From an optimization exercise on the open Yosys and OpenROAD flow, aimed at small area and a short achievable clock period; shortcuts taken in it are not production practice. Function was checked by simulation only, so behaviour that the tests miss may differ from the original. Power is estimated from default activity; no workload was simulated.

==> module rv_dmem, before the edit <==
module rv_dmem (
    input  logic        clk_in,
    input  logic        rst_in,
    input  logic [31:0] dm_addr,
    input  logic [31:0] dm_data_out,
    input  logic [3:0]  dm_wr_mask,
    input  logic        dm_wr_req,
    output logic [31:0] dm_data_in,
    output logic        dm_ready,
    output logic        err_mask,
    output logic        err_range
);
    localparam int MEM_DEPTH = 64;
    logic [5:0]  r_clr_idx;
    logic        r_clear;         
    logic [31:0] r_mem [MEM_DEPTH];
    logic        w_in_range;
    logic        w_mask_legal;
    logic        w_mask_zero;
    logic        w_clear;
    logic        w_wr_ok;
    logic        w_rd_ok;
    logic        w_rd_ok_n;
    logic [7:0]  w_dhi;           
    logic [7:0]  w_dlo;           
    logic [3:0]  w_lane_wr;       
    logic [7:0]  w_npa [4];       
    logic [7:0]  w_npb;           
    logic [MEM_DEPTH-1:0] w_rsel;
    logic [31:0] w_wdata;
    logic [31:0] w_rdata;
    logic        w_unused;
    assign w_unused    = ^dm_addr[1:0];
    logic [5:0] w_z4;             
    logic [1:0] w_hi_n;           
    generate
        for (genvar g = 0; g < 6; g++) begin : g_z4
            rv_dmem_g_nor4 u_z (.a(dm_addr[8+4*g]), .b(dm_addr[9+4*g]), .c(dm_addr[10+4*g]),
                                .d(dm_addr[11+4*g]), .y(w_z4[g]));
        end
        for (genvar h = 0; h < 2; h++) begin : g_hi
            rv_dmem_g_nand3 u_h (.a(w_z4[3*h]), .b(w_z4[3*h+1]), .c(w_z4[3*h+2]),
                                 .y(w_hi_n[h]));
        end
    endgenerate
    rv_dmem_g_nor2 u_in_range (.a(w_hi_n[0]), .b(w_hi_n[1]), .y(w_in_range));
    assign w_mask_zero = (dm_wr_mask == 4'b0000);
    always_comb begin
        case (dm_wr_mask)
            4'b0001, 4'b0010, 4'b0100, 4'b1000,
            4'b0011, 4'b1100, 4'b1111: w_mask_legal = 1'b1;
            default:                   w_mask_legal = 1'b0;
        endcase
    end
    assign w_clear = r_clear;
    assign w_wr_ok = ~rst_in & dm_wr_req & w_mask_legal;
    assign w_rd_ok = ~rst_in & ~r_clear & ~dm_wr_req & w_in_range;
    assign w_rd_ok_n = ~w_rd_ok;
    logic w_run;                  
    assign w_run = ~r_clear;
    generate
        for (genvar b = 0; b < 32; b++) begin : g_wd
            rv_dmem_g_and2 u_wd (.a(dm_data_out[b]), .b(w_run), .y(w_wdata[b]));
        end
    endgenerate
    rv_dmem_g_dec3 u_dhi (.a(dm_addr[7:5]), .y(w_dhi));
    rv_dmem_g_dec3 u_dlo (.a(dm_addr[4:2]), .y(w_dlo));
    always_comb begin
        for (int l = 0; l < 4; l++)
            w_lane_wr[l] = w_wr_ok & dm_wr_mask[l];
    end
    generate
        for (genvar j = 0; j < 8; j++) begin : g_pre
            rv_dmem_g_aoi21 u_npb (.a0(w_dlo[j]), .a1(w_in_range), .b(w_clear), .y(w_npb[j]));
            for (genvar l = 0; l < 4; l++) begin : g_lane
                rv_dmem_g_aoi21 u_npa (.a0(w_dhi[j]), .a1(w_lane_wr[l]), .b(w_clear),
                                       .y(w_npa[l][j]));
            end
        end
        for (genvar i = 0; i < MEM_DEPTH; i++) begin : g_rsel
            rv_dmem_g_and2 u_rsel (.a(w_dhi[i / 8]), .b(w_dlo[i % 8]), .y(w_rsel[i]));
        end
    endgenerate
    generate
        for (genvar i = 0; i < MEM_DEPTH; i++) begin : g_word
            for (genvar l = 0; l < 4; l++) begin : g_lane
                logic w_en;
                rv_dmem_g_nor2 u_en (.a(w_npa[l][i / 8]), .b(w_npb[i % 8]), .y(w_en));
                always_ff @(posedge clk_in) begin
                    if (w_en)
                        r_mem[i][8*l +: 8] <= w_wdata[8*l +: 8];
                end
            end
        end
    endgenerate
    generate
        for (genvar b = 0; b < 32; b++) begin : g_bit
            logic [63:0] w_t_n;
            logic [15:0] w_u;
            logic [3:0]  w_v_n;
            for (genvar i = 0; i < MEM_DEPTH; i++) begin : g_t
                rv_dmem_g_nand2 u_t (.a(w_rsel[i]), .b(r_mem[i][b]), .y(w_t_n[i]));
            end
            for (genvar g = 0; g < 16; g++) begin : g_n4
                rv_dmem_g_nand4 u_u (.a(w_t_n[4*g]), .b(w_t_n[4*g+1]), .c(w_t_n[4*g+2]),
                                     .d(w_t_n[4*g+3]), .y(w_u[g]));
            end
            for (genvar g = 0; g < 4; g++) begin : g_r4
                rv_dmem_g_nor4 u_v (.a(w_u[4*g]), .b(w_u[4*g+1]), .c(w_u[4*g+2]),
                                    .d(w_u[4*g+3]), .y(w_v_n[g]));
            end
            rv_dmem_g_aoi41 u_o (.a(w_v_n), .b(w_rd_ok_n), .y(w_rdata[b]));
        end
    endgenerate
    always_ff @(posedge clk_in) begin
        if (rst_in) begin
            r_clr_idx <= '0;
            r_clear   <= 1'b1;
            dm_ready  <= 1'b0;
            err_mask  <= 1'b0;
            err_range <= 1'b0;
        end else begin
            r_clr_idx <= r_clr_idx + 1'b1;
            if (r_clr_idx == 6'd63) begin
                r_clear  <= 1'b0;
                dm_ready <= 1'b1;
            end
            if (!r_clear) begin
                if (!w_in_range)
                    err_range <= 1'b1;
                if (dm_wr_req && !w_mask_legal && !w_mask_zero)
                    err_mask <= 1'b1;
            end
        end
    end
    always_ff @(posedge clk_in) begin
        dm_data_in <= w_rdata;
    end
endmodule
clock: 3.6 ns
lec_check: 0
cap_margin: 20
core_margin: 2
core_utilization: 60
cts_cluster_diameter: 80
cts_cluster_size: 24
gpl_timing_driven: 1
setup_slack_margin: 1.6
slew_margin: 20
synth_hierarchical: 1
synth_minimum_keep_size: 0
run.sh (not shown) runs the stock make flow with config.mk's settings and CLKGATE_MAP_FILE= SYNTH_SCRIPT=/design/flow/synth_recipe.tcl, a recipe that flattens the netlist after the stock synthesis.
The first run completed with no timing, DRC or antenna violations.
Then changed:
--- a/flow/design.v
+++ b/flow/design.v
@@ -18,13 +18,12 @@
     logic        w_in_range;
     logic        w_mask_legal;
     logic        w_mask_zero;
     logic        w_clear;
     logic        w_wr_ok;
     logic        w_rd_ok;
-    logic        w_rd_ok_n;
     logic [7:0]  w_dhi;           
     logic [7:0]  w_dlo;           
     logic [3:0]  w_lane_wr;       
     logic [7:0]  w_npa [4];       
     logic [7:0]  w_npb;           
     logic [MEM_DEPTH-1:0] w_rsel;
@@ -53,29 +52,28 @@
             default:                   w_mask_legal = 1'b0;
         endcase
     end
     assign w_clear = r_clear;
     assign w_wr_ok = ~rst_in & dm_wr_req & w_mask_legal;
     assign w_rd_ok = ~rst_in & ~r_clear & ~dm_wr_req & w_in_range;
-    assign w_rd_ok_n = ~w_rd_ok;
     logic w_run;                  
     assign w_run = ~r_clear;
     generate
         for (genvar b = 0; b < 32; b++) begin : g_wd
             rv_dmem_g_and2 u_wd (.a(dm_data_out[b]), .b(w_run), .y(w_wdata[b]));
         end
     endgenerate
     rv_dmem_g_dec3 u_dhi (.a(dm_addr[7:5]), .y(w_dhi));
     rv_dmem_g_dec3 u_dlo (.a(dm_addr[4:2]), .y(w_dlo));
     always_comb begin
         for (int l = 0; l < 4; l++)
-            w_lane_wr[l] = w_wr_ok & dm_wr_mask[l];
+            w_lane_wr[l] = w_wr_ok & dm_wr_mask[l] & w_z4[3] & w_z4[4] & w_z4[5];
     end
     generate
         for (genvar j = 0; j < 8; j++) begin : g_pre
-            rv_dmem_g_aoi21 u_npb (.a0(w_dlo[j]), .a1(w_in_range), .b(w_clear), .y(w_npb[j]));
+            rv_dmem_g_aoi41 u_npb (.a({w_dlo[j], w_z4[2:0]}), .b(w_clear), .y(w_npb[j]));
             for (genvar l = 0; l < 4; l++) begin : g_lane
                 rv_dmem_g_aoi21 u_npa (.a0(w_dhi[j]), .a1(w_lane_wr[l]), .b(w_clear),
                                        .y(w_npa[l][j]));
             end
         end
         for (genvar i = 0; i < MEM_DEPTH; i++) begin : g_rsel
@@ -95,25 +93,29 @@
         end
     endgenerate
     generate
         for (genvar b = 0; b < 32; b++) begin : g_bit
             logic [63:0] w_t_n;
             logic [15:0] w_u;
-            logic [3:0]  w_v_n;
+            logic [7:0]  w_v_n;
+            logic [1:0]  w_w;
             for (genvar i = 0; i < MEM_DEPTH; i++) begin : g_t
                 rv_dmem_g_nand2 u_t (.a(w_rsel[i]), .b(r_mem[i][b]), .y(w_t_n[i]));
             end
             for (genvar g = 0; g < 16; g++) begin : g_n4
                 rv_dmem_g_nand4 u_u (.a(w_t_n[4*g]), .b(w_t_n[4*g+1]), .c(w_t_n[4*g+2]),
                                      .d(w_t_n[4*g+3]), .y(w_u[g]));
             end
-            for (genvar g = 0; g < 4; g++) begin : g_r4
-                rv_dmem_g_nor4 u_v (.a(w_u[4*g]), .b(w_u[4*g+1]), .c(w_u[4*g+2]),
-                                    .d(w_u[4*g+3]), .y(w_v_n[g]));
-            end
-            rv_dmem_g_aoi41 u_o (.a(w_v_n), .b(w_rd_ok_n), .y(w_rdata[b]));
+            for (genvar g = 0; g < 8; g++) begin : g_r2
+                rv_dmem_g_nor2 u_v (.a(w_u[2*g]), .b(w_u[2*g+1]), .y(w_v_n[g]));
+            end
+            for (genvar g = 0; g < 2; g++) begin : g_w4
+                rv_dmem_g_nand4 u_w (.a(w_v_n[4*g]), .b(w_v_n[4*g+1]), .c(w_v_n[4*g+2]),
+                                     .d(w_v_n[4*g+3]), .y(w_w[g]));
+            end
+            rv_dmem_g_oa21 u_o (.a0(w_w[0]), .a1(w_w[1]), .b(w_rd_ok), .y(w_rdata[b]));
         end
     endgenerate
     always_ff @(posedge clk_in) begin
         if (rst_in) begin
             r_clr_idx <= '0;
             r_clear   <= 1'b1;
@@ -174,12 +176,18 @@
 module rv_dmem_g_nor4 (
     input  logic a, b, c, d,
     output logic y
 );
     assign y = ~(a | b | c | d);
 endmodule
+module rv_dmem_g_oa21 (
+    input  logic a0, a1, b,
+    output logic y
+);
+    assign y = (a0 | a1) & b;
+endmodule
 module rv_dmem_g_aoi41 (
     input  logic [3:0] a,
     input  logic       b,
     output logic       y
 );
     assign y = ~((&a) | b);
After rerunning: The changed run ran to the end with no violations. Global-route usage increases by 1.2 points. Sequential power hardly moves. Synthesized area drops by 0.59%. Sequential share of layout area went down by 0.76 points. Total power climbs by 0.62%. Die area fell by 0.58%. Wire length climbs by 6.1%. Cell area grows by 1.1%. Core utilization rises by 1.5 points. Synthesized cell count came out higher by 3.6%.

[afterwards: timing with drivers on the ports]
In the flow no input, the clock included, has a driving cell. The finished layouts below were timed again as built, in two steps. Step 1 assumes that a clkbuf_16 drives the clock port and a buf_2 every other input. Step 2 times the ports against the registers' clock, not the clock port: input delays grow and output delays shrink by t, the midpoint of the rising clock arrivals with the driver on. Three values: no drivers, after step 1, after step 2; two values: the first two.
run	t, ns	setup slack, ns	latest minus earliest clock arrival (ns)	worst data-port slew with drivers (ns)
the first run	0.802	1.580 / 1.551 / 0.749	0.029 / 0.028	0.13
the second run	0.822	1.510 / 1.451 / 0.629	0.026 / 0.026	0.18
After both steps every run listed still meets setup and hold. For the second run, which loses most, drivers alone change the setup slack by -0.059 ns; drivers and shift together by -0.881 ns.
